What follows belongs to an exercise in optimizing a design on an open flow for small area, a short achievable clock period and few clock cycles per item; a production flow would make more cautious choices. Only simulation tests tie the RTL to the original design; equivalence was not proved. Power is estimated from default activity; no workload was simulated.

==> design/flow/design.v <==
`default_nettype none
package isa_pkg;
    typedef enum logic {
        OP_ALU    = 1'b0,
        OP_BRANCH = 1'b1
    } op_class_t;
    typedef enum logic [2:0] {
        ALU_ADD = 3'd0,
        ALU_SUB = 3'd1,
        ALU_AND = 3'd2,
        ALU_OR  = 3'd3,
        ALU_XOR = 3'd4
    } alu_func_t;
    typedef enum logic {
        BR_EQ  = 1'b0,
        BR_LTU = 1'b1
    } br_cond_t;
    typedef struct packed {
        op_class_t               op_class;
        alu_func_t               func;
        br_cond_t                cond;
        logic [5-1:0]      rd;
        logic [32-1:0]      src_a;
        logic [32-1:0]      src_b;
        logic [32-1:0]      pc;
        logic [32-1:0]      imm;
    } issue_op_t;
endpackage
`default_nettype wire
`default_nettype none
package backend_pkg;
    typedef logic [3-1:0] rob_tag_t;
    typedef struct packed {
        rob_tag_t                tag;
        logic [2:0]              func;
        logic [5-1:0]      rd;
        logic [32-1:0]      src_a;
        logic [32-1:0]      src_b;
    } alu_op_t;
    typedef struct packed {
        rob_tag_t                tag;
        logic                    cond;
        logic [5-1:0]      rd;
        logic [32-1:0]      src_a;
        logic [32-1:0]      src_b;
        logic [32-1:0]      pc;
        logic [32-1:0]      imm;
    } br_op_t;
    typedef struct packed {
        rob_tag_t                tag;
        logic [5-1:0]      rd;
        logic [32-1:0]      value;
    } alu_result_t;
    typedef struct packed {
        rob_tag_t                tag;
        logic [5-1:0]      rd;
        logic [32-1:0]      link;
        logic                    taken;
        logic [32-1:0]      target;
    } br_result_t;
    typedef struct packed {
        rob_tag_t                tag;
        logic [5-1:0]      rd;
        logic [32-1:0]      value;
        logic                    is_branch;
        logic                    taken;
        logic [32-1:0]      target;
    } wb_packet_t;
    typedef struct packed {
        rob_tag_t                tag;
        logic [5-1:0]      rd;
        logic [32-1:0]      value;
        logic                    is_branch;
        logic                    taken;
        logic [32-1:0]      target;
    } commit_rec_t;
endpackage
`default_nettype wire
`default_nettype none
`timescale 1ns/100ps
module prefix_carry #(
    parameter int W    = 32,
    parameter int ARCH = 0
) (
    input  wire logic [W-1:0] g_i,
    input  wire logic [W-1:0] p_i,
    input  wire logic         cin_i,
    output logic [W:0]        c_o
);
    localparam int L = (W > 16) ? 5 : (W > 8) ? 4 : (W > 4) ? 3 : (W > 2) ? 2 : 1;
    logic [W-1:0] gg;
    logic [W-1:0] pp;
    always_comb begin
        gg    = g_i;
        pp    = p_i;
        gg[0] = g_i[0] | (p_i[0] & cin_i);
        if (ARCH == 0) begin
            for (int l = 0; l < L; l++) begin
                for (int i = (2 << l) - 1; i < W; i += (2 << l)) begin
                    gg[i] = gg[i] | (pp[i] & gg[i - (1 << l)]);
                    pp[i] = pp[i] & pp[i - (1 << l)];
                end
            end
            for (int l = L - 2; l >= 0; l--) begin
                for (int i = 3 * (1 << l) - 1; i < W; i += (2 << l)) begin
                    gg[i] = gg[i] | (pp[i] & gg[i - (1 << l)]);
                    pp[i] = pp[i] & pp[i - (1 << l)];
                end
            end
        end else if (ARCH == 1) begin
            for (int l = 0; l < L; l++) begin
                for (int i = 0; i < W; i++) begin
                    if (((i >> l) & 1) == 1) begin
                        gg[i] = gg[i] | (pp[i] & gg[((i >> l) << l) - 1]);
                        pp[i] = pp[i] & pp[((i >> l) << l) - 1];
                    end
                end
            end
        end else begin
            for (int l = 0; l < L; l++) begin
                for (int i = W - 1; i >= (1 << l); i--) begin
                    gg[i] = gg[i] | (pp[i] & gg[i - (1 << l)]);
                    pp[i] = pp[i] & pp[i - (1 << l)];
                end
            end
        end
    end
    assign c_o = {gg, cin_i};
endmodule
`default_nettype wire
`default_nettype none
`timescale 1ns/100ps
module ooo_backend_top (
    input  wire logic                  clk_i,
    input  wire logic                  rst_n_i,
    input  wire logic                  op_valid_i,
    input  wire isa_pkg::issue_op_t    op_i,
    output logic                       commit_valid_o,
    output backend_pkg::commit_rec_t   commit_o,
    output logic                       credit_o
);
    localparam int W  = 32;
    localparam int BW = 8;
    localparam int NB = W / BW;
    logic          is_br;
    logic          sub;
    logic          sel_sum;
    logic [W-1:0]  b_x;
    logic [W-1:0]  gen;
    logic [W-1:0]  prop;
    logic [W-1:0]  sum_blk;
    logic [NB-1:0] blk_g;
    logic [NB-1:0] blk_p;
    logic          carry_out;
    logic          taken;
    logic [W:0]    pc_carry;
    logic [W-1:0]  pc_imm;
    logic [W-1:0]  value;
    backend_pkg::rob_tag_t tag_q;
    logic [5-1:0]    rd_q;
    logic [W-1:0]          value_q;
    logic                  is_br_q;
    logic                  taken_q;
    logic [W-1:0]          target_q;
    logic [NB-2:0]         blk_g_q;
    logic [NB-2:1]         blk_p_q;
    logic [NB-2:0]         pc_ones;
    logic [NB-1:0]         blk_c;
    logic [W-1:0]          value_out;
    assign is_br = (op_i.op_class == isa_pkg::OP_BRANCH);
    assign sub  = is_br || (op_i.func == isa_pkg::ALU_SUB);
    assign b_x  = op_i.src_b ^ {W{sub}};
    assign gen  = op_i.src_a & b_x;
    assign prop = op_i.src_a ^ b_x;
    for (genvar k = 0; k < NB; k++) begin : g_blk
        logic [BW:0] c;
        prefix_carry #(.W(BW), .ARCH(1)) carry_inst (
            .g_i   (gen[k*BW +: BW]),
            .p_i   (prop[k*BW +: BW]),
            .cin_i ((k == 0) ? sub : 1'b0),
            .c_o   (c)
        );
        assign sum_blk[k*BW +: BW] = prop[k*BW +: BW] ^ c[BW-1:0];
        assign blk_g[k] = c[BW];
        assign blk_p[k] = &prop[k*BW +: BW];
    end
    assign carry_out = blk_g[3] | (blk_p[3] & (blk_g[2] | (blk_p[2] & (blk_g[1] | (blk_p[1] & blk_g[0])))));
    assign taken = (op_i.cond == isa_pkg::BR_EQ) ? (&prop) : !carry_out;
    assign pc_ones[0] = &op_i.pc[7:2];
    assign pc_ones[1] = pc_ones[0] & (&op_i.pc[15:8]);
    assign pc_ones[2] = pc_ones[1] & (&op_i.pc[23:16]);
    prefix_carry #(.W(W), .ARCH(1)) pc_carry_inst (
        .g_i   (op_i.pc & op_i.imm),
        .p_i   (op_i.pc ^ op_i.imm),
        .cin_i (1'b0),
        .c_o   (pc_carry)
    );
    assign pc_imm = op_i.pc ^ op_i.imm ^ pc_carry[W-1:0];
    assign sel_sum = !is_br && (op_i.func == isa_pkg::ALU_ADD || op_i.func == isa_pkg::ALU_SUB);
    logic sel_gen;
    logic sel_prop;
    assign sel_gen  = !is_br && (op_i.func == isa_pkg::ALU_AND || op_i.func == isa_pkg::ALU_OR);
    assign sel_prop = !is_br && (op_i.func == isa_pkg::ALU_XOR || op_i.func == isa_pkg::ALU_OR);
    assign value = ({W{sel_sum}} & sum_blk) | ({W{sel_gen}} & gen) | ({W{sel_prop}} & prop)
                 | ({W{is_br}} & op_i.pc);
    assign credit_o = commit_valid_o;
    always_ff @(posedge clk_i or negedge rst_n_i) begin
        if (!rst_n_i) begin
            commit_valid_o <= 1'b0;
            tag_q          <= '1;
        end else begin
            commit_valid_o <= op_valid_i;
            if (op_valid_i) begin
                tag_q <= tag_q + 1'b1;
            end
        end
    end
    always_ff @(posedge clk_i) begin
        rd_q     <= op_i.rd;
        value_q  <= value;
        is_br_q  <= is_br;
        taken_q  <= is_br && taken;
        target_q <= pc_imm;
        blk_g_q  <= (blk_g[NB-2:0] & {(NB-1){sel_sum}}) | (pc_ones & {(NB-1){is_br}});
        blk_p_q  <= blk_p[NB-2:1] & {(NB-2){!is_br}};
    end
    assign blk_c[0] = 1'b0;
    assign blk_c[1] = blk_g_q[0];
    assign blk_c[2] = blk_g_q[1] | (blk_p_q[1] & blk_g_q[0]);
    assign blk_c[3] = blk_g_q[2] | (blk_p_q[2] & blk_g_q[1]) | (blk_p_q[2] & blk_p_q[1] & blk_g_q[0]);
    always_comb begin
        value_out[1:0] = value_q[1:0];
        for (int j = 2; j < BW; j++) begin
            value_out[j] = value_q[j] ^ (is_br_q && ((value_q[BW-1:0] | ({BW{1'b1}} << j) | 2'b11) == {BW{1'b1}}));
        end
        for (int k = 1; k < NB; k++) begin
            for (int j = 0; j < BW; j++) begin
                value_out[k*BW + j] = value_q[k*BW + j] ^ (blk_c[k] && ((value_q[k*BW +: BW] | ({BW{1'b1}} << j)) == {BW{1'b1}}));
            end
        end
    end
    assign commit_o = {tag_q, rd_q, value_out, is_br_q, taken_q,
                       taken_q ? target_q : (value_out & {W{is_br_q}})};
endmodule
`default_nettype wire
==> design/flow/flow/run.sh <==
#!/bin/bash
# The standard layout, with three changes:
# - the port buffers are made from the smallest buffer cell;
# - the full adder cells join the platform's don't-use list (flow/dont_use.txt),
#   so that abc maps those adder bits with the rest of the logic;
# - the timing repair after clock tree synthesis (and only that one) aims at
#   2 ns of setup slack; the other repair steps only repair violations.
set -euo pipefail
here=$(cd "$(dirname "$0")" && pwd)
dont_use=$(tr '\n' ' ' < "$here/dont_use.txt")
common=(BUFFER_PORTS_ARGS="-buffer_cell sky130_fd_sc_hd__buf_1" DONT_USE_CELLS="$dont_use")
bash standard.sh "${common[@]}" place > make_place.log 2>&1
bash standard.sh "${common[@]}" SETUP_SLACK_MARGIN=2.0 cts > make_cts.log 2>&1
bash standard.sh "${common[@]}" finish > make_finish.log 2>&1
==> design/flow/flow/dont_use.txt <==
sky130_fd_sc_hd__probe_p_8
sky130_fd_sc_hd__probec_p_8
sky130_fd_sc_hd__lpflow_bleeder_1
sky130_fd_sc_hd__lpflow_clkbufkapwr_1
sky130_fd_sc_hd__lpflow_clkbufkapwr_16
sky130_fd_sc_hd__lpflow_clkbufkapwr_2
sky130_fd_sc_hd__lpflow_clkbufkapwr_4
sky130_fd_sc_hd__lpflow_clkbufkapwr_8
sky130_fd_sc_hd__lpflow_clkinvkapwr_1
sky130_fd_sc_hd__lpflow_clkinvkapwr_16
sky130_fd_sc_hd__lpflow_clkinvkapwr_2
sky130_fd_sc_hd__lpflow_clkinvkapwr_4
sky130_fd_sc_hd__lpflow_clkinvkapwr_8
sky130_fd_sc_hd__lpflow_decapkapwr_12
sky130_fd_sc_hd__lpflow_decapkapwr_3
sky130_fd_sc_hd__lpflow_decapkapwr_4
sky130_fd_sc_hd__lpflow_decapkapwr_6
sky130_fd_sc_hd__lpflow_decapkapwr_8
sky130_fd_sc_hd__lpflow_inputiso0n_1
sky130_fd_sc_hd__lpflow_inputiso0p_1
sky130_fd_sc_hd__lpflow_inputiso1n_1
sky130_fd_sc_hd__lpflow_inputiso1p_1
sky130_fd_sc_hd__lpflow_inputisolatch_1
sky130_fd_sc_hd__lpflow_isobufsrc_1
sky130_fd_sc_hd__lpflow_isobufsrc_16
sky130_fd_sc_hd__lpflow_isobufsrc_2
sky130_fd_sc_hd__lpflow_isobufsrc_4
sky130_fd_sc_hd__lpflow_isobufsrc_8
sky130_fd_sc_hd__lpflow_isobufsrckapwr_16
sky130_fd_sc_hd__lpflow_lsbuf_lh_hl_isowell_tap_1
sky130_fd_sc_hd__lpflow_lsbuf_lh_hl_isowell_tap_2
sky130_fd_sc_hd__lpflow_lsbuf_lh_hl_isowell_tap_4
sky130_fd_sc_hd__lpflow_lsbuf_lh_isowell_4
sky130_fd_sc_hd__lpflow_lsbuf_lh_isowell_tap_1
sky130_fd_sc_hd__lpflow_lsbuf_lh_isowell_tap_2
sky130_fd_sc_hd__lpflow_lsbuf_lh_isowell_tap_4
sky130_fd_sc_hd__fa_1
sky130_fd_sc_hd__fa_2
sky130_fd_sc_hd__fa_4
==> design/flow/standard.sh <==
#!/bin/bash
# synth_recipe.tcl (not shown) runs the flow's synth.tcl, then flattens the netlist and writes it again
# the make line also repeats each setting of config.mk as NAME=value (left out here)
make -C /OpenROAD-flow-scripts/flow DESIGN_CONFIG=/design/flow/config.mk WORK_HOME=/design/flow/orfs CLKGATE_MAP_FILE= SYNTH_SCRIPT=/design/flow/synth_recipe.tcl "${@:-finish}"
==> design/flow/config.mk <==
export PLATFORM = sky130hd
export DESIGN_NAME = ooo_backend_top
export DESIGN_NICKNAME = ooo_backend_top
export VERILOG_FILES = /design/flow/design.v
export SDC_FILE = /design/flow/constraint.sdc
export NUM_CORES = 4
export LEC_CHECK = 0
export ABC_AREA = 1
export CAP_MARGIN = 20
export CORE_MARGIN = 2
export CORE_UTILIZATION = 65
export SLEW_MARGIN = 20
==> design/flow/constraint.sdc <==
create_clock -name core_clock -period 5.0 [get_ports {clk_i}]
set_input_delay 1.0000 -clock core_clock [delete_from_list [all_inputs] [get_ports {clk_i}]]
set_output_delay 1.0000 -clock core_clock [all_outputs]
set_load 0.01 [all_outputs]
==> results of run 1 <==
==> registers in the layout, indices dropped and copies added (netlist names) <==
| register | cells |
|---|---|
| tag_q | 3 |
| value_q | 32 |
| taken_q | 1 |
| blk_p_q | 2 |
| rd_q | 5 |
| is_br_q | 1 |
| commit_valid_o | 1 |
| target_q | 32 |
| blk_g_q | 3 |
==> synth_stat cells, drive strengths merged, types with 12 or more instances <==
cell / count
buf: 14
dfxtp: 76
nand2: 367
ha: 86
nor3: 14
inv: 130
nor2: 50
xnor2: 42
a21oi: 45
nand3: 46
o21ai: 36
clkbuf: 12
nand4: 25
==> worst max path at each step <==
stage | end | cells after the start | slack (ns) | from
after detailed placement | value_q[21]$_DFF_P_ | 16 | 1.26 | op_i[135]
after CTS | value_q[29]$_DFF_P_ | 16 | 2.00 | op_i[136]
final | value_q[29]$_DFF_P_ | 16 | 1.92 | op_i[135]
after global routing | value_q[29]$_DFF_P_ | 16 | 1.71 | op_i[135]
after floorplan | value_q[29]$_DFF_P_ | 14 | 1.73 | op_i[137]
after global placement | value_q[21]$_DFF_P_ | 16 | 1.38 | op_i[135]
==> cell type report <==
type,count,area share (%)
timing repair buffer,226,11.5
multi-input combinational,772,56.6
clock inverter,5,1.04
sequential,80,20.7
clock buffer,11,1.68
inverter,131,6.32
tap,136,2.17
==> through the flow <==
step	hold WS, ns	util, %	total power [mW]	cells
2_1_floorplan	0.537	-	1.39	1009
3_3_place_gp	0.526	74.6	1.61	1340
3_5_place_dp	0.536	74.6	1.63	1340
4_1_cts	0.445	77.3	2.17	1361
6_report	0.451	77.3	2.17	1361
5_1_grt	0.435	77.3	2.32	1361
==> power breakdown <==
part | internal (mW) | total, mW | switching (mW) | leakage (nW)
Clock | 0.282 | 0.536 | 0.254 | 0.104
Sequential | 0.752 | 0.799 | 0.0472 | 0.682
Combinational | 0.325 | 0.838 | 0.513 | 3.17
Total | 1.36 | 2.17 | 0.813 | 3.95
==> cells by family after synthesis <==
logic type,count (synthesis)
multiplexers,1
buffers and inverters,157
flip-flops,80
AO/OA/AOI/OAI,117
adder cells (fa/ha/maj),86
XOR/XNOR,51
AND/OR/NAND/NOR,517
==> critical path: stages <==
cell and delay [ns]:
buf_1 0.18, nor2_2 0.08, a21oi_4 0.20, buf_12 0.15, xnor2_1 0.12, ha_1 0.28
ha_1 0.21, or2_2 0.29, nand2_1 0.06, nand2_1 0.07, ha_1 0.20, o21ai_0 0.16
nand2_1 0.08, o22ai_1 0.14, a21oi_1 0.07, nand2_1 0.09
==> timing repair <==
item                                    CTS  global route
gates resized for setup                   4             0
setup buffers                             5             0
endpoints found under the setup margin   25             0
==> per-layer routing <==
metal  track usage [%]  vias up
li1                  -     3674
met1              40.8     3195
met2              55.8      295
met3              6.43       39
met4              11.1        0
met5                 0        -
==> run notes, run 1 <==
Status: finished clean
GPL Wtd Cong: 0.976
Finished Cell Area: 7840 µm²
Synth unique cells: 44
Register area: 1630 µm²
Mapped Cells: 1009
Largest net degree at the start of global routing: 38
Detail-routed net length per standard cell: 13.4 µm
CP Capture Type: flip-flop
DR WL met3: 1.34 mm
Post-synthesis compound-gate area fraction: 10.5%
Post-Syn Area: 6690 µm²
Cell Rows: 37
CP Class: in -> reg
Post-DR vias/cell: 5.29
Pleak: 3.95 nW
Most common cell after layout, fill and taps aside: nand2_1
Area share of the largest cell type after synthesis: 22.7%
Initial antenna violation count: 0
Hold_buf cts: 0
Mux contribution to synthesized area: 0.168%
EDFF count, synth: 0
PD cells: 277 nW/µm²
Setup tns final: 0 ns
Post-synthesis register bit count: 80
Clock sink count: 80
Synth Area in Simple Gates: 32.7%
Number of remaining DRC errors: 0
Die height: 105 µm
Tcrit/Tclk final: 61.7%
Yosys warning total: 3
Multi-input logic area: 4430 µm²
Skew-Pair Late Insertion Delay: 0.36 ns
CP Data Required Time: 5.30 ns
Slew HR: 39.7%
H-Tree Depth: 3
Syn nets: 1236
Worst reg2reg startpoint: tag_q[0]$_DFFE_PN1P_
Initial core utilization: 66.0%
R2R Path End: tag_q[1]$_DFFE_PN1P_
Final nets: 1447
Die width: 105 µm
Worst Tran Pin Value: 0.904 ns
Met2 WL: 8.51 mm
Post-route setup slack: 1.92 ns
Synth top area cells: dfxtp_1, nand2_1, ha_1
Final Slew Violations: 0
Final setup fails: 0
Cell type with the largest total area after synthesis: dfxtp_1
Vias in the first global route: 6416
CTS Buffer Depth: 2
Adder-Cell Fraction of Synth Area: 16.1%
Post-synthesis area per instance: 6.63 µm²
Vias: 7203
RSZ-0062 raised after global routing: no
Placed Area: 7570 µm²
All-Layer GR Usage: 32.6%
Congestion Overflow GR: 0
Boundary Pins: 217
Share of cells above drive strength 1: 5.31%
Hold Fails Final Rpt: 0
Startpoint Class: input pin
Initial drt markers: 376
Top Layer Used: met4
Arrival time worst endpoint: 3.39 ns
CTS tree: yes
Final min period: 3.08 ns
Largest family of logic cells by synthesized area: simple AND/OR/NAND/NOR gates
Antenna Diode Count: 0
First-pass GRT wire length: 29.3 mm
Flop-to-flop setup slack: 3.89 ns
Seq/Total Area, Yosys: 24.3%
Port Buf Inserts: 216
Max Cap Viol: 0
Layout area overhead: 17.1%
Post-DRT Antenna Nets: 0
Wl on met1: 7.97 mm
Detailed placer's ending HPWL: 14.2 mm
Max VDD drop: 0.000171 V
Synth Area in XOR/XNOR: 6.67%
Fillers: 865
DP Worst Slack: 1.26 ns
Core area: 10100 µm²
Reg2Reg Depth: 2
Asr flop ratio synth: 5.00%
Ys flop type: dfxtp_1
First-pass DRT Iterations: 7
Clk root buf: clkbuf_8
Final wirelength: 18.2 mm
Die Area: 11100 µm²
Most frequent cells in the layout: nand2_1, buf_1, inv_1
Clock skew: 0.000189 ns
Tightest Hold Check Type: in -> async
Reg clk slew, reported paths: 0.09 ns
Highest Clock Rate: 324 MHz
Total CTS buffers: 9
CP max FO: 6
Testbench counts, summed over its fixed seeds: cycles 2,056, items 2,048.
==> run 2, diff against run 1 <==
--- a/design/flow/design.v
+++ b/design/flow/design.v
@@ -240,6 +240,6 @@
         end
     end
     assign commit_o = {tag_q, rd_q, value_out, is_br_q, taken_q,
-                       taken_q ? target_q : (value_out & {W{is_br_q}})};
+                       ({W{taken_q}} & target_q) | ({W{is_br_q && !taken_q}} & value_out)};
 endmodule
 `default_nettype wire
--- a/design/flow/config.mk
+++ b/design/flow/config.mk
@@ -5,7 +5,6 @@
 export SDC_FILE = /design/flow/constraint.sdc
 export NUM_CORES = 4
 export LEC_CHECK = 0
-export ABC_AREA = 1
 export CAP_MARGIN = 20
 export CORE_MARGIN = 2
 export CORE_UTILIZATION = 65
==> run notes, run 2 <==
Skew-Pair Late Insertion Delay: 0.35 ns
All-Layer GR Usage: 36.2%
Max VDD drop: 0.000166 V
Most frequent cells in the layout: buf_1, ha_1, dfxtp_1
Core area: 9150 µm²
Total CTS buffers: 9
Detail-routed net length per standard cell: 18.2 µm
Final nets: 1133
R2R Path End: tag_q[1]$_DFFE_PN1P_
Mapped Cells: 676
Reg2Reg Depth: 2
Pleak: 3.25 nW
Reg clk slew, reported paths: 0.09 ns
Finished Cell Area: 7540 µm²
CP Class: in -> reg
Hold Fails Final Rpt: 0
Post-DR vias/cell: 6.20
Initial antenna violation count: 0
Initial drt markers: 445
Clk root buf: clkbuf_8
Post-Syn Area: 6050 µm²
Critical Path Source: op_i[134]
First-pass DRT Iterations: 6
Share of cells above drive strength 1: 12.1%
Post-synthesis register bit count: 80
Synth unique cells: 58
Vias in the first global route: 6117
Worst reg2reg startpoint: tag_q[0]$_DFFE_PN1P_
Congestion Overflow GR: 0
Hold_buf cts: 0
Most common cell in the netlist: ha_1
DP Worst Slack: 0.842 ns
Most common cell after layout, fill and taps aside: buf_1
Final setup fails: 0
Fillers: 602
Final Slew Violations: 0
Arrival time worst endpoint: 3.39 ns
Highest Clock Rate: 318 MHz
Asr flop ratio synth: 5.00%
Final wirelength: 18.7 mm
Most frequent cells after synthesis: ha_1, dfxtp_1, xnor2_1, nor2_1, nand2_1
Cell Rows: 35
Final min period: 3.14 ns
CP Capture Type: flip-flop
Port Buf Inserts: 216
Status: finished clean
CTS tree: yes
Antenna Diode Count: 0
CTS Buffer Depth: 2
Die width: 100 µm
Worst Tran Pin Value: 1.00 ns
Largest net degree at the start of global routing: 43
Tcrit/Tclk final: 62.9%
Initial core utilization: 66.1%
Die height: 100 µm
Placed Area: 6950 µm²
PD cells: 283 nW/µm²
Flop-to-flop setup slack: 3.86 ns
Post-synthesis area per instance: 8.95 µm²
First-pass GRT wire length: 28.7 mm
Seq/Total Area, Yosys: 26.9%
Post-route setup slack: 1.86 ns
Synth top area cells: dfxtp_1, ha_1, xnor2_1
Slew HR: 33.1%
Detailed placer's ending HPWL: 13.9 mm
Yosys warning total: 3
Syn nets: 902
Max Cap Viol: 0
Cell type with the largest total area after synthesis: dfxtp_1
Tightest Hold Check Type: in -> async
Final Util: 82.4%
Ys flop type: dfxtp_1
Clock skew: 0.000111 ns
Post-DRT Antenna Nets: 0
Layout area overhead: 24.6%
Clock sink count: 80
CP max FO: 4
CP Data Required Time: 5.25 ns
GPL Wtd Cong: 0.971
RSZ-0062 raised after global routing: no
Die Area: 10100 µm²
Setup tns final: 0 ns
EDFF count, synth: 0
Vias: 6345
Area share of the largest cell type after synthesis: 25.1%
H-Tree Depth: 3
Number of remaining DRC errors: 0
Boundary Pins: 217
Regs by FF count: target_q: 32 flops, value_q: 32 flops, rd_q: 5 flops
Startpoint Class: input pin
==> run 2: cell types whose count changed in the layout (fill, tap and decap cells not counted), sizes merged, moves of 13 or more <==
cell	before	now
a21o	5	21
a221o	0	17
a22o	6	28
buf	225	250
inv	129	16
mux2i	0	13
nand2	367	43
nand3	46	10
xnor2	42	62
xor2	9	22
==> run 2: cell type report <==
cell class	count	area (µm²)	share of cell area [%]
Multi-Input combinational cell	549	4370	58.0
Sequential cell	80	1630	21.6
Timing Repair Buffer	251	1160	15.4
Clock buffer	11	141	1.88
Tap cell	111	139	1.84
Inverter	16	60.1	0.797
Clock inverter	5	32.5	0.431
==> run 2: cells by family after synthesis <==
logic type	share of synthesized area (%)
AND/OR/NAND/NOR	13.9
XOR/XNOR	12.2
adder cells (fa/ha/maj)	17.6
multiplexers	2.34
AO/OA/AOI/OAI	23.9
buffers and inverters	3.31
flip-flops	26.9
==> run 2: metal layers <==
metal	global-route usage (%)	wire [µm]	vias up
met3	6.24	1510	67
met1	43.6	7490	2930
met4	19.0	670	0
met5	0	0	-
li1	-	-	2987
met2	61.7	8990	361
==> run 2: power breakdown <==
part | internal (mW) | leakage [nW] | switching, mW
combinational | 0.396 | 2.49 | 0.483
clock | 0.192 | 0.0813 | 0.246
sequential | 0.757 | 0.682 | 0.0604
==> run 2: worst max-delay path, stage by stage <==
cell and delay, ns:
buf_8 0.11, a21oi_4 0.25, buf_6 0.16, xnor2_2 0.11, ha_1 0.27, ha_2 0.18
or2_4 0.25, a21oi_2 0.14, o21bai_2 0.11, ha_1 0.31, mux2i_1 0.16, nor2_1 0.07
a221o_1 0.27
==> run 2: worst max path at each step <==
| stage | to | slack, ns |
|---|---|---|
| after floorplan | value_q[23]$_DFF_P_ | 0.89 |
| after global placement | value_q[12]$_DFF_P_ | 0.94 |
| after detailed placement | value_q[12]$_DFF_P_ | 0.84 |
| after CTS | value_q[28]$_DFF_P_ | 1.94 |
| after global routing | value_q[29]$_DFF_P_ | 1.80 |
| final | value_q[28]$_DFF_P_ | 1.86 |
==> run 2: timing repair <==
item                       in CTS  in global routing
gates resized for setup        61                  0
hold endpoints to repair        0                  0
setup endpoints to repair      62                  0
setup buffers                  26                  0
==> run 2: through the flow <==
| stage | instances | hold WS [ns] | total power, mW |
|---|---|---|---|
| after detailed placement | 981 | 0.479 | 1.62 |
| after floorplan | 676 | 0.493 | 1.37 |
| after CTS | 1023 | 0.456 | 2.11 |
| after global placement | 981 | 0.477 | 1.58 |
| after global routing | 1023 | 0.461 | 2.26 |
| final | 1023 | 0.456 | 2.13 |
Testbench counts of run 2, summed over its fixed seeds: cycles 2,056, items 2,048.
==> run 3, diff against run 2 <==
--- a/design/flow/config.mk
+++ b/design/flow/config.mk
@@ -5,6 +5,7 @@
 export SDC_FILE = /design/flow/constraint.sdc
 export NUM_CORES = 4
 export LEC_CHECK = 0
+export ABC_AREA = 1
 export CAP_MARGIN = 20
 export CORE_MARGIN = 2
 export CORE_UTILIZATION = 65
==> run notes, run 3 <==
Status: finished clean
Arrival time worst endpoint: 3.36 ns
Flop-to-flop setup slack: 3.89 ns
First-pass DRT Iterations: 5
Clock skew: 0.000132 ns
Final nets: 1427
Post-DR vias/cell: 5.32
Vias in the first global route: 6211
Final wirelength: 18.6 mm
CTS tree: yes
Initial drt markers: 509
Worst reg2reg startpoint: tag_q[0]$_DFFE_PN1P_
Post-route setup slack: 1.94 ns
CP max FO: 10
EDFF count, synth: 0
First-pass GRT wire length: 29.8 mm
R2R Path End: tag_q[1]$_DFFE_PN1P_
CP Class: in -> reg
Worst Tran Pin Value: 0.823 ns
Most common cell in the netlist: nand2_1
Regs by FF count: target_q: 32 flops, value_q: 32 flops, rd_q: 5 flops
H-Tree Depth: 3
CTS Buffer Depth: 2
Hold_buf cts: 0
Layout area overhead: 17.0%
Pint: 1.33 mW
Asr flop ratio synth: 5.00%
Highest Clock Rate: 327 MHz
Cell Rows: 36
Post-synthesis register bit count: 80
Max Cap Viol: 0
Tightest Hold Check Type: in -> async
Synth unique cells: 43
All-Layer GR Usage: 33.5%
Total CTS buffers: 9
Slowest cell on crit path: ha_1
Syn nets: 1217
Initial core utilization: 67.4%
Post-Syn Area: 6650 µm²
Logic pwr share: 39.2%
Area share of the largest cell type after synthesis: 22.9%
Initial antenna violation count: 0
Hold Fails Final Rpt: 0
Final Slew Violations: 0
Post-route insts no fill: 1339
RSZ-0062 raised after global routing: no
Total Power: 2.16 mW
Post-synthesis area per instance: 6.71 µm²
Clock sink count: 80
Most frequent cells after synthesis: nand2_1, inv_1, ha_1, dfxtp_1, nor2_1
NetSw: 832 µW
PD cells: 277 nW/µm²
Critical path's most frequent cell: nand2_1
Clk pwr share: 23.6%
Antenna Diode Count: 0
Clk root buf: clkbuf_8
Core area: 9860 µm²
CP Capture Type: flip-flop
Cell type with the largest total area after synthesis: dfxtp_1
Reg clk slew, reported paths: 0.09 ns
Die height: 105 µm
Most common cell after layout, fill and taps aside: nand2_1
Vias: 7121
Boundary Pins: 217
Sw Share: 38.5%
Largest net degree at the start of global routing: 38
Inst Count DP: 1319
Share of cells above drive strength 1: 5.39%
Pleak: 3.92 nW
Tcrit/Tclk final: 61.2%
GPL Wtd Cong: 0.959
Startpoint Class: input pin
Yosys warning total: 3
Post-DRT Antenna Nets: 0
Port Buf Inserts: 216
Die width: 105 µm
Max VDD drop: 0.000145 V
Number of remaining DRC errors: 0
Detail-routed net length per standard cell: 13.9 µm
Detailed placer's ending HPWL: 15.2 mm
Setup tns final: 0 ns
DP Worst Slack: 1.33 ns
Ys flop type: dfxtp_1
Slew HR: 45.1%
Reg2Reg Depth: 2
Synth top area cells: dfxtp_1, nand2_1, ha_1
Seq/Total Area, Yosys: 24.4%
CP peak stage delay: 0.33 ns
CP Data Required Time: 5.31 ns
Congestion Overflow GR: 0
Skew-Pair Late Insertion Delay: 0.36 ns
Worst path cell trace: buf_1 > nor2_2 > a21oi_4 > buf_12 > xnor2_1 > ha_1 > ha_1 > or2_2 > nand2_1 > nand2_1 > ha_1 > o21ai_0 > nand2_1 > o22ai_1 > a21oi_1 > nand2_1
Die Area: 11100 µm²
Final min period: 3.06 ns
Mapped Cells: 991
Seq pwr share: 37.2%
Most frequent cells in the layout: nand2_1, buf_1, inv_1
Final setup fails: 0
## run 3: changes by cell type in the layout (fill, tap and decap cells not counted), sizes merged, moves of 11 or more
cell / delta
buf: -27
mux2i: -13
o21ai: -13
nand2: +315
inv: +109
nand3: +38
a221o: -17
a21o: -17
nand4: +11
a22o: -16
xnor2: -24
## run 3: worst max-delay path: cells and delay by family
kind | cells | cell delay (ns)
AND/OR/NAND/NOR | 6 | 0.76
XOR/XNOR | 1 | 0.13
adder cells (fa/ha/maj) | 3 | 0.73
buffers and inverters | 2 | 0.28
AO/OA/AOI/OAI | 4 | 0.45
## run 3: power groups by stage
| stage | logic, mW | clock network, mW | registers [mW] |
|---|---|---|---|
| after floorplan | 0.581 | 0 | 0.810 |
| after global placement | 0.810 | 0 | 0.814 |
| after detailed placement | 0.825 | 0 | 0.816 |
| after CTS | 0.837 | 0.511 | 0.802 |
| after global routing | 0.953 | 0.538 | 0.814 |
| final | 0.847 | 0.509 | 0.804 |
## run 3: layout make-up
cell class                      count  area (µm²)
Multi-Input combinational cell    762        4420
Fill cell                         787        2080
Sequential cell                    80        1630
Timing Repair Buffer              224         888
Inverter                          124         470
Tap cell                          133         166
Clock buffer                       10         138
Clock inverter                      6        75.1
## run 3: how the worst max path moves through the flow
stage	slack, ns	from	depth (start not counted)	endpoint
after floorplan	1.72	op_i[137]	14	value_q[29]$_DFF_P_
after global placement	1.39	op_i[135]	16	value_q[13]$_DFF_P_
after detailed placement	1.33	op_i[135]	16	value_q[13]$_DFF_P_
after CTS	1.97	taken_q$_DFF_P_	6	commit_o[0]
after global routing	1.73	op_i[135]	17	value_q[13]$_DFF_P_
final	1.94	op_i[135]	16	value_q[29]$_DFF_P_
## run 3: repair_timing
| item | CTS | global route |
|---|---|---|
| setup endpoints to repair | 31 | 0 |
| gates resized for setup | 5 | 0 |
| setup buffers | 4 | 0 |
## run 3: per-stage QoR
| stage | hold slack [ns] | utilization [%] | instance area, µm² |
|---|---|---|---|
| final | 0.436 | 78.9 | 7780 |
| after global routing | 0.446 | 78.9 | 7780 |
| after CTS | 0.427 | 78.9 | 7780 |
| after detailed placement | 0.530 | 76.2 | 7510 |
| after global placement | 0.522 | 76.2 | 7510 |
| after floorplan | 0.537 | - | 6650 |
## run 3: kinds of logic after synthesis
kind of cell	synth area share, %
buf+inv	9.28
mux	0.169
xor+xnor	6.85
simple gates	32.4
compound gates	10.8
fa+ha+maj	16.0
flops	24.4
## run 3: per-layer routing
metal | vias up | track usage (%) | part of all wire [%]
li1 | 3644 | - | -
met1 | 3134 | 48.4 | 47
met2 | 317 | 51.2 | 43
met3 | 26 | 6.05 | 8.9
met4 | 0 | 8.67 | 1.4
met5 | - | 0 | 0
==> run 4, diff against run 3 <==
==> design/flow/flow/run.sh (replaced) <==
#!/bin/bash
# The standard layout, with three changes:
# - the port buffers are made from the smallest buffer cell;
# - the full adder cells join the platform's don't-use list (flow/dont_use.txt),
#   so that abc maps those adder bits with the rest of the logic;
# - the timing repair after clock tree synthesis (and only that one) aims at
#   2.2 ns of setup slack; the other repair steps only repair violations.
set -euo pipefail
here=$(cd "$(dirname "$0")" && pwd)
dont_use=$(tr '\n' ' ' < "$here/dont_use.txt")
common=(BUFFER_PORTS_ARGS="-buffer_cell sky130_fd_sc_hd__buf_1" DONT_USE_CELLS="$dont_use")
bash standard.sh "${common[@]}" place > make_place.log 2>&1
bash standard.sh "${common[@]}" SETUP_SLACK_MARGIN=2.2 cts > make_cts.log 2>&1
bash standard.sh "${common[@]}" finish > make_finish.log 2>&1
--- a/design/flow/config.mk
+++ b/design/flow/config.mk
@@ -5,7 +5,6 @@
 export SDC_FILE = /design/flow/constraint.sdc
 export NUM_CORES = 4
 export LEC_CHECK = 0
-export ABC_AREA = 1
 export CAP_MARGIN = 20
 export CORE_MARGIN = 2
 export CORE_UTILIZATION = 65
==> run notes, run 4 <==
Number of remaining DRC errors: 0
Final Util: 88.4%
Die height: 100 µm
CTS Buffer Depth: 2
RSZ-0062 raised after global routing: no
Multi-input logic area: 4680 µm²
Clock skew: 0.000340 ns
Mapped Cells: 676
H-Tree Depth: 3
Final wirelength: 20.9 mm
CP Capture Type: flip-flop
Status: finished clean
GPL Wtd Cong: 0.971
Clock sink count: 80
Ys flop type: dfxtp_1
CP bufs+invs: 2
Most frequent cells in the layout: buf_1, dfxtp_1, ha_1
Core area: 9150 µm²
All-Layer GR Usage: 40.6%
Post-DRT Antenna Nets: 0
Worst Tran Pin Value: 1.12 ns
CTS tree: yes
Slew HR: 25.0%
Arrival time worst endpoint: 3.41 ns
Most frequent cells after synthesis: ha_1, dfxtp_1, xnor2_1, nor2_1, nand2_1
CP max FO: 4
Largest delay share family, worst path: compound AO/OA/AOI/OAI gates
Reg clk slew, reported paths: 0.09 ns
Most common cell after layout, fill and taps aside: buf_1
Die width: 100 µm
Post-synthesis register bit count: 80
Detail-routed net length per standard cell: 20.0 µm
Initial antenna violation count: 0
Tcrit/Tclk final: 63.6%
Total CTS buffers: 9
Layout area overhead: 33.6%
Hold_buf cts: 0
Detailed placer's ending HPWL: 13.9 mm
Cell type with the largest total area after synthesis: dfxtp_1
DP Worst Slack: 0.842 ns
Slowest cell on crit path: a221oi_1
Vias in the first global route: 6718
CP Data Required Time: 5.23 ns
Finished Cell Area: 8090 µm²
Startpoint Class: input pin
Post-DR vias/cell: 6.47
First-pass GRT wire length: 32.3 mm
Highest Clock Rate: 315 MHz
Initial core utilization: 66.1%
Setup tns final: 0 ns
Cell Rows: 35
Most common cell in the netlist: ha_1
Die Area: 10100 µm²
Regs by FF count: target_q: 32 flops, value_q: 32 flops, rd_q: 5 flops
First-pass DRT Iterations: 7
Asr flop ratio synth: 5.00%
Vias: 6747
Final setup fails: 0
Placed Area: 6950 µm²
WHS: 0.449 ns
Initial drt markers: 499
Tightest Hold Check Type: in -> async
Largest net degree at the start of global routing: 43
Synth top area cells: dfxtp_1, ha_1, xnor2_1
Syn nets: 902
Critical path's most frequent cell: ha_2
Synth unique cells: 58
Final nets: 1153
Post-route setup slack: 1.82 ns
Post-Syn Area: 6050 µm²
PD cells: 278 nW/µm²
Final min period: 3.18 ns
Max VDD drop: 0.000174 V
Hold Fails Final Rpt: 0
Yosys warning total: 3
Congestion Overflow GR: 0
Seq/Total Area, Yosys: 26.9%
Final Slew Violations: 0
Max Cap Viol: 0
Clk root buf: clkbuf_8
Boundary Pins: 217
Port Buf Inserts: 216
Antenna Diode Count: 0
EDFF count, synth: 0
Share of cells above drive strength 1: 20.5%
CP Class: in -> reg
CP peak stage delay: 0.29 ns
Skew-Pair Late Insertion Delay: 0.35 ns
Worst path cell trace: buf_8 > a21oi_4 > buf_6 > xnor2_2 > ha_1 > ha_2 > or2_4 > a21oi_2 > o21bai_2 > ha_2 > nor2_1 > nor3_1 > a221oi_1 > nand2_1
Fillers: 449
Area share of the largest cell type after synthesis: 25.1%
Pleak: 3.51 nW
Register area: 1630 µm²
Post-synthesis area per instance: 8.95 µm²
==> run 4: changes by cell type in the layout (fill, tap and decap cells not counted), moves of 17 or more <==
cell	delta
a21o_1	+17
a21oi_1	-21
a221o_1	+17
buf_1	-24
buf_2	+20
buf_4	+32
ha_1	-18
inv_1	-104
nand2_1	-305
nand3_1	-38
==> run 4: timing repair <==
action | in CTS | in global routing
resized for setup | 164 | 0
setup endpoints to repair | 87 | 0
setup buffers | 46 | 0
==> run 4: worst paths after layout <==
kind,start,depth (start not counted),slack (ns),endpoint
worst max-delay path,op_i[134],14,1.82,value_q[29]$_DFF_P_
worst min-delay path,rst_n_i,1,0.45,commit_valid_o$_DFF_PN0_
worst max register to register,tag_q[0]$_DFFE_PN1P_,2,3.87,tag_q[1]$_DFFE_PN1P_
worst min register to register,tag_q[2]$_DFFE_PN1P_,1,0.50,tag_q[2]$_DFFE_PN1P_
max in group asynchronous,rst_n_i,1,4.31,tag_q[2]$_DFFE_PN1P_
min in group core_clock,tag_q[2]$_DFFE_PN1P_,1,0.50,tag_q[2]$_DFFE_PN1P_
==> run 4: through the flow <==
stage	total power, mW	instances
global placement	1.58	981
CTS	2.19	1043
detailed placement	1.62	981
floorplan	1.37	676
finish	2.24	1043
global route	2.36	1043
==> run 4: cell families after synthesis <==
logic type                 after synthesis  synth area share [%]
AOI/OAI and AO/OA                      195                  23.9
and+or+nand+nor                        171                  13.9
adders and majority gates               85                  17.6
xor gates and xnor gates                84                  12.2
DFF                                     80                  26.9
buffers and inverters                   47                  3.31
muxes                                   14                  2.34
==> run 4: cell type report <==
class                           count  share of cell area (%)
Clock buffer                       11                    1.75
Clock inverter                      5                   0.402
Inverter                           16                   0.743
Multi-Input combinational cell    549                    57.9
Sequential cell                    80                    20.2
Tap cell                          111                    1.72
Timing Repair Buffer              271                    17.3
==> run 4: power by group <==
part | switching (mW) | internal [mW]
sequential | 0.0704 | 0.757
clock | 0.251 | 0.193
combinational | 0.525 | 0.448
==> run 4: layer usage <==
layer	vias to the layer above	GRT usage, %	part of all wire [%]
li1	3024	-	-
met1	3150	48.3	38
met2	464	69.7	48
met3	109	6.87	9.0
met4	0	22.7	5.0
met5	-	0	0
==> run 5, diff against run 4 <==
--- a/design/flow/design.v
+++ b/design/flow/design.v
@@ -240,6 +240,6 @@
         end
     end
     assign commit_o = {tag_q, rd_q, value_out, is_br_q, taken_q,
-                       ({W{taken_q}} & target_q) | ({W{is_br_q && !taken_q}} & value_out)};
+                       taken_q ? target_q : (value_out & {W{is_br_q}})};
 endmodule
 `default_nettype wire
==> design/flow/flow/run.sh (replaced) <==
#!/bin/bash
# The standard layout, with three changes:
# - the port buffers are made from the smallest buffer cell;
# - the full adder cells join the platform's don't-use list (flow/dont_use.txt),
#   so that abc maps those adder bits with the rest of the logic;
# - the timing repair after clock tree synthesis (and only that one) aims at
#   1.75 ns of setup slack; the other repair steps only repair violations.
set -euo pipefail
here=$(cd "$(dirname "$0")" && pwd)
dont_use=$(tr '\n' ' ' < "$here/dont_use.txt")
common=(BUFFER_PORTS_ARGS="-buffer_cell sky130_fd_sc_hd__buf_1" DONT_USE_CELLS="$dont_use")
bash standard.sh "${common[@]}" place > make_place.log 2>&1
bash standard.sh "${common[@]}" SETUP_SLACK_MARGIN=1.75 cts > make_cts.log 2>&1
bash standard.sh "${common[@]}" finish > make_finish.log 2>&1
==> run notes, run 5 <==
Status: finished clean
GPL Wtd Cong: 0.930
Number of remaining DRC errors: 0
Clock skew: 0.00700 ns
Clk root buf: clkbuf_8
Total CTS buffers: 9
Highest Clock Rate: 291 MHz
Port Buf Inserts: 216
Total Power: 2.25 mW
Critical Path Source: op_i[136]
Hold Fails Final Rpt: 0
Die Area: 10300 µm²
Layout area overhead: 23.2%
Slowest cell on crit path: or4b_2
Most frequent cells after synthesis: ha_1, dfxtp_1, xnor2_1, nand2_1, nor2_1
Arrival time worst endpoint: 3.73 ns
Largest net degree at the start of global routing: 44
CTS Buffer Depth: 2
Slew HR: 34.4%
Final setup fails: 0
Final min period: 3.43 ns
Most frequent cells in the layout: buf_1, ha_1, dfxtp_1
CTS tree: yes
Final wirelength: 18.9 mm
Die width: 101 µm
Clock sink count: 80
Skew-Pair Late Insertion Delay: 0.36 ns
Most common cell in the netlist: ha_1
Cell type with the largest total area after synthesis: dfxtp_1
Regs by FF count: target_q: 32 flops, value_q: 32 flops, rd_q: 5 flops
Boundary Pins: 217
RSZ-0062 raised after global routing: no
Initial antenna violation count: 0
Setup tns final: 0 ns
Pleak: 3.31 nW
Worst reg2reg startpoint: tag_q[0]$_DFFE_PN1P_
EDFF count, synth: 0
Register area: 1630 µm²
Tcrit/Tclk final: 68.7%
Max Cap Viol: 0
Final nets: 1147
Worst path cell trace: buf_6 > nor2_4 > a21oi_4 > buf_12 > buf_4 > xnor2_1 > ha_1 > nand4_1 > or2_2 > or4b_2 > o32ai_2 > o21a_1
Area share of the largest cell type after synthesis: 24.6%
First-pass DRT Iterations: 8
Post-DRT Antenna Nets: 0
Mapped Cells: 698
Tightest Hold Check Type: in -> async
Post-Syn Area: 6170 µm²
Most common cell after layout, fill and taps aside: buf_1
Seq/Total Area, Yosys: 26.3%
Detailed placer's ending HPWL: 13.9 mm
Detail-routed net length per standard cell: 17.9 µm
CP Capture Type: flip-flop
Largest delay share family, worst path: simple AND/OR/NAND/NOR gates
Yosys warning total: 3
First-pass GRT wire length: 29.7 mm
Synth unique cells: 62
Congestion Overflow GR: 0
Post-synthesis register bit count: 80
Share of cells above drive strength 1: 8.86%
Initial drt markers: 295
CP max FO: 7
Final Slew Violations: 0
CP bufs+invs: 3
PD cells: 296 nW/µm²
Reg clk slew, reported paths: 0.09 ns
CP Class: in -> reg
Asr flop ratio synth: 5.00%
Multi-input logic area: 4410 µm²
Core area: 9240 µm²
Fillers: 651
Synth top area cells: dfxtp_1, ha_1, xnor2_1
Post-DR vias/cell: 6.15
Syn nets: 925
Cell Rows: 35
Worst Tran Pin Value: 0.984 ns
All-Layer GR Usage: 36.3%
CP Data Required Time: 5.29 ns
CP peak stage delay: 0.67 ns
Post-synthesis area per instance: 8.84 µm²
Max VDD drop: 0.000231 V
Initial core utilization: 66.8%
Die height: 101 µm
Vias: 6478
Ys flop type: dfxtp_1
H-Tree Depth: 3
Vias in the first global route: 6465
Startpoint Class: input pin
Antenna Diode Count: 0
run 5: cell types whose count changed in the layout (fill, tap and decap cells not counted), moves of 12 or more:
cell / before / now
buf_1: 191 / 212
buf_2: 20 / 0
buf_4: 38 / 22
ha_1: 67 / 83
xnor2_2: 12 / 0
run 5: layout make-up:
class / count / area share (%)
inverters: 24 / 1.18
clock inverters: 6 / 1.18
flip-flops and latches: 80 / 21.4
clock buffers: 10 / 1.68
multi-input cells: 561 / 58.0
well taps: 129 / 2.12
repair buffers: 244 / 14.4
run 5: cell families after synthesis:
| kind of cell | share of synthesized area, % |
|---|---|
| flops | 26.3 |
| xor+xnor | 11.2 |
| buf+inv | 3.79 |
| compound gates | 24.0 |
| mux | 2.63 |
| fa+ha+maj | 17.4 |
| simple gates | 14.6 |
run 5: per-stage QoR:
stage	cell area, µm²	cells	setup slack, ns	hold WS, ns	util, %
finish	7610	1054	1.57	0.444	82.3
global route	7610	1054	1.42	0.438	82.3
CTS	7610	1054	1.66	0.451	82.3
detailed placement	7110	1019	0.704	0.496	76.9
global placement	7110	1019	0.805	0.477	76.9
floorplan	6170	698	0.437	0.493	-
run 5: timing repair:
action / CTS / global route
hold buffers: 0 / 0
resized for setup: 35 / 0
endpoints found under the setup margin: 39 / 0
setup buffers: 18 / 0
run 5: path summary, 6_finish.rpt:
| kind | end | slack [ns] | cells after the start |
|---|---|---|---|
| max in group asynchronous | tag_q[0]$_DFFE_PN1P_ | 4.30 | 1 |
| worst min-delay path | commit_valid_o$_DFF_PN0_ | 0.44 | 1 |
| worst min register to register | tag_q[2]$_DFFE_PN1P_ | 0.51 | 1 |
| worst max-delay path | taken_q$_DFF_P_ | 1.57 | 12 |
| min in group core_clock | tag_q[2]$_DFFE_PN1P_ | 0.51 | 1 |
| worst max register to register | tag_q[1]$_DFFE_PN1P_ | 3.89 | 2 |
run 5: metal layers:
metal / up-vias / GRT usage [%] / share of wire [%]
li1: 3059 / - / -
met4: 0 / 18.6 / 3.7
met2: 354 / 62.9 / 49
met3: 60 / 6.97 / 7.5
met5: - / 0 / 0
met1: 3005 / 42.6 / 39
run 5: worst register-to-register path, cell delays in order, from the launching register on:
cell and delay (ns):
dfstp_2 0.56, ha_1 0.23, mux2_2 0.26
run 5: power by group:
group,leakage [nW],total (mW),internal (mW),switching [mW]
Combinational,2.52,0.898,0.401,0.498
Clock,0.107,0.541,0.284,0.257
Sequential,0.682,0.814,0.756,0.0576
Testbench counts of run 5, summed over its fixed seeds: cycles 2,056, items 2,048.
==> run 6, diff against run 5 <==
--- a/design/flow/design.v
+++ b/design/flow/design.v
@@ -240,6 +240,6 @@
         end
     end
     assign commit_o = {tag_q, rd_q, value_out, is_br_q, taken_q,
-                       taken_q ? target_q : (value_out & {W{is_br_q}})};
+                       ({W{taken_q}} & target_q) | ({W{is_br_q && !taken_q}} & value_out)};
 endmodule
 `default_nettype wire
==> design/flow/flow/run.sh (replaced) <==
#!/bin/bash
# The standard layout, with two changes: the port buffers are made from the
# smallest buffer cell, and the full adder cells join the platform's don't-use
# list (flow/dont_use.txt), so that abc maps those adder bits with the rest of
# the logic and sees the whole carry path.
set -euo pipefail
here=$(cd "$(dirname "$0")" && pwd)
dont_use=$(tr '\n' ' ' < "$here/dont_use.txt")
bash standard.sh \
    BUFFER_PORTS_ARGS="-buffer_cell sky130_fd_sc_hd__buf_1" \
    DONT_USE_CELLS="$dont_use" \
    finish > make_finish.log 2>&1
--- a/design/flow/config.mk
+++ b/design/flow/config.mk
@@ -8,4 +8,5 @@
 export CAP_MARGIN = 20
 export CORE_MARGIN = 2
 export CORE_UTILIZATION = 65
+export SETUP_SLACK_MARGIN = 1.8
 export SLEW_MARGIN = 20
==> run notes, run 6 <==
Final wirelength: 18.5 mm
First-pass GRT wire length: 27.4 mm
Post-route setup slack: 1.78 ns
Initial core utilization: 66.1%
Synth top area cells: dfxtp_1, ha_1, xnor2_1
Most common cell in the netlist: ha_1
Antenna Diode Count: 0
Die height: 100 µm
Setup tns final: 0 ns
Hold Fails Final Rpt: 0
CP max FO: 6
Initial antenna violation count: 0
Clock sink count: 80
DR WL met3: 1.36 mm
Post-synthesis register bit count: 80
Post-DR vias/cell: 6.24
Startpoint Class: input pin
Final min period: 3.22 ns
Area share of the largest cell type after synthesis: 25.1%
CP Data Required Time: 5.26 ns
Highest Clock Rate: 311 MHz
Wl on met1: 7.28 mm
Post-DRT Antenna Nets: 0
Die width: 100 µm
Cell type with the largest total area after synthesis: dfxtp_1
Worst Tran Pin Value: 1.05 ns
EDFF count, synth: 0
Vias: 6372
Tightest Hold Check Type: in -> async
Final setup fails: 0
Clk root buf: clkbuf_8
CTS Buffer Depth: 2
Number of remaining DRC errors: 0
Syn nets: 902
Max Cap Viol: 0
CTS tree: yes
Most frequent cells after synthesis: ha_1, dfxtp_1, xnor2_1, nor2_1, nand2_1
GPL Wtd Cong: 1.00
Arrival time worst endpoint: 3.47 ns
Ys flop type: dfxtp_1
Pleak: 3.26 nW
Share of cells above drive strength 1: 12.4%
Slowest cell on crit path: a221o_1
All-Layer GR Usage: 34.2%
Core area: 9150 µm²
Post-Syn Area: 6050 µm²
Synth unique cells: 58
Max VDD drop: 0.000150 V
Total Power: 2.23 mW
CP Class: in -> reg
CP Capture Type: flip-flop
Mapped Cells: 676
Tcrit/Tclk final: 64.4%
Asr flop ratio synth: 5.00%
Post-synthesis area per instance: 8.95 µm²
Seq/Total Area, Yosys: 26.9%
Slew HR: 29.3%
PD cells: 292 nW/µm²
Boundary Pins: 217
Largest delay share family, worst path: compound AO/OA/AOI/OAI gates
Yosys warning total: 3
First-pass DRT Iterations: 5
Reg clk slew, reported paths: 0.09 ns
Worst path cell trace: buf_6 > buf_12 > nor2_4 > a21oi_4 > buf_12 > buf_8 > xnor2_2 > ha_2 > ha_2 > or2_4 > buf_4 > ha_1 > o21ai_0 > o21ai_0 > a221o_1
DP Worst Slack: 0.990 ns
Final Slew Violations: 0
Total CTS buffers: 9
Congestion Overflow GR: 0
Initial drt markers: 393
Vias in the first global route: 5917
H-Tree Depth: 3
Top Layer Used: met4
Detail-routed net length per standard cell: 18.1 µm
Cell Rows: 35
Most common cell after layout, fill and taps aside: buf_1
Port Buf Inserts: 216
Largest net degree at the start of global routing: 46
CP peak stage delay: 0.28 ns
Most frequent cells in the layout: buf_1, ha_1, dfxtp_1
Met2 WL: 9.01 mm
Layout area overhead: 26.0%
RSZ-0062 raised after global routing: yes
Status: finished clean
Detailed placer's ending HPWL: 13.7 mm
Fillers: 588
Regs by FF count: target_q: 32 flops, value_q: 32 flops, rd_q: 5 flops
Die Area: 10100 µm²
CP bufs+invs: 5
Skew-Pair Late Insertion Delay: 0.36 ns
Final nets: 1131
Clock skew: 0.0000461 ns
[run 6: worst register-to-register path, delay by kind of cell, from the launching register on]
family | cells | cell delay, ns
flip-flops | 1 | 0.56
multiplexers | 1 | 0.26
adder cells (fa/ha/maj) | 1 | 0.22
[run 6: final cells by class]
type                    count  area, µm²  share of cell area (%)
well taps                 111        139                    1.82
clock inverters             5       81.3                    1.07
multi-input cells         549       4470                    58.6
clock buffers              11        131                    1.72
inverters                  16       60.1                   0.788
repair buffers            249       1120                    14.7
flip-flops and latches     80       1630                    21.4
[run 6: cell families after synthesis]
family          synth area share, %
buf+inv                        3.31
xor+xnor                       12.2
fa+ha+maj                      17.6
compound gates                 23.9
simple gates                   13.9
flops                          26.9
mux                            2.34
[run 6: final timing paths]
| path | endpoint | start | cells after the start | slack [ns] |
|---|---|---|---|---|
| worst min register to register | tag_q[2]$_DFFE_PN1P_ | tag_q[2]$_DFFE_PN1P_ | 1 | 0.50 |
| min in group core_clock | tag_q[2]$_DFFE_PN1P_ | tag_q[2]$_DFFE_PN1P_ | 1 | 0.50 |
| worst max-delay path | value_q[27]$_DFF_P_ | op_i[135] | 15 | 1.78 |
| worst max register to register | tag_q[1]$_DFFE_PN1P_ | tag_q[0]$_DFFE_PN1P_ | 2 | 3.89 |
| max in group asynchronous | tag_q[0]$_DFFE_PN1P_ | rst_n_i | 1 | 4.31 |
| worst min-delay path | commit_valid_o$_DFF_PN0_ | rst_n_i | 1 | 0.45 |
[run 6: report_power, final]
group / internal (mW) / total (mW) / switching [mW]
logic: 0.399 / 0.886 / 0.487
clock network: 0.282 / 0.528 / 0.246
registers: 0.757 / 0.813 / 0.0562
[run 6: metal layers]
layer | vias to the layer above | track usage, %
li1 | 2980 | -
met2 | 373 | 59.8
met5 | - | 0
met4 | 0 | 17.5
met1 | 2944 | 40.2
met3 | 75 | 5.83
[run 6: through the flow]
stage / instance area [µm²] / hold WS [ns] / instances / utilization (%)
6_report: 7630 / 0.446 / 1021 / 83.3
5_1_grt: 7630 / 0.463 / 1021 / 83.3
4_1_cts: 7380 / 0.449 / 1011 / 80.6
3_5_place_dp: 7000 / 0.488 / 981 / 76.4
3_3_place_gp: 7000 / 0.477 / 981 / 76.4
2_1_floorplan: 6150 / 0.493 / 676 / -
[run 6: timing repair]
item,CTS,global route
resized for setup,18,32
setup endpoints to repair,31,25
pin swaps,10,28
hold buffers,0,0
buffers inserted,14,10
Testbench counts of run 6, summed over its fixed seeds: cycles 2,056, items 2,048.

[what the ideal ports hide]
In the flow no input, the clock included, has a driving cell. The finished layouts below were timed again as built, in two steps. Step 1 (the two cells are an assumption about what drives the block):
set clk [get_ports {clk_i}]
set_driving_cell -lib_cell sky130_fd_sc_hd__clkbuf_16 $clk
set_driving_cell -lib_cell sky130_fd_sc_hd__buf_2 [delete_from_list [all_inputs] $clk]
Step 2 moves the port delays by t, midway between the first and last clock arrival at a register: inputs arrive t later, outputs are due t later. That takes back most of the time a late clock gives input paths. Slacks: no drivers / after step 1 / after step 2; pairs: no drivers / after step 1.
run | t (ns) | setup slack, ns | worst setup path at the end
run 1 | 0.394 | 1.916 / 1.931 / 1.537 | input to register
run 2 | 0.383 | 1.855 / 1.837 / 1.454 | input to register
run 3 | 0.388 | 1.942 / 1.939 / 1.564 | input to register
run 4 | 0.383 | 1.821 / 1.792 / 1.409 | input to register
run 5 | 0.389 | 1.566 / 1.558 / 1.169 | input to register
run 6 | 0.389 | 1.781 / 1.786 / 1.398 | input to register
After both steps setup and hold are still met in every run listed. The setup slack of run 4, which loses most, moves by -0.029 ns with the drivers and by -0.412 ns with both steps.
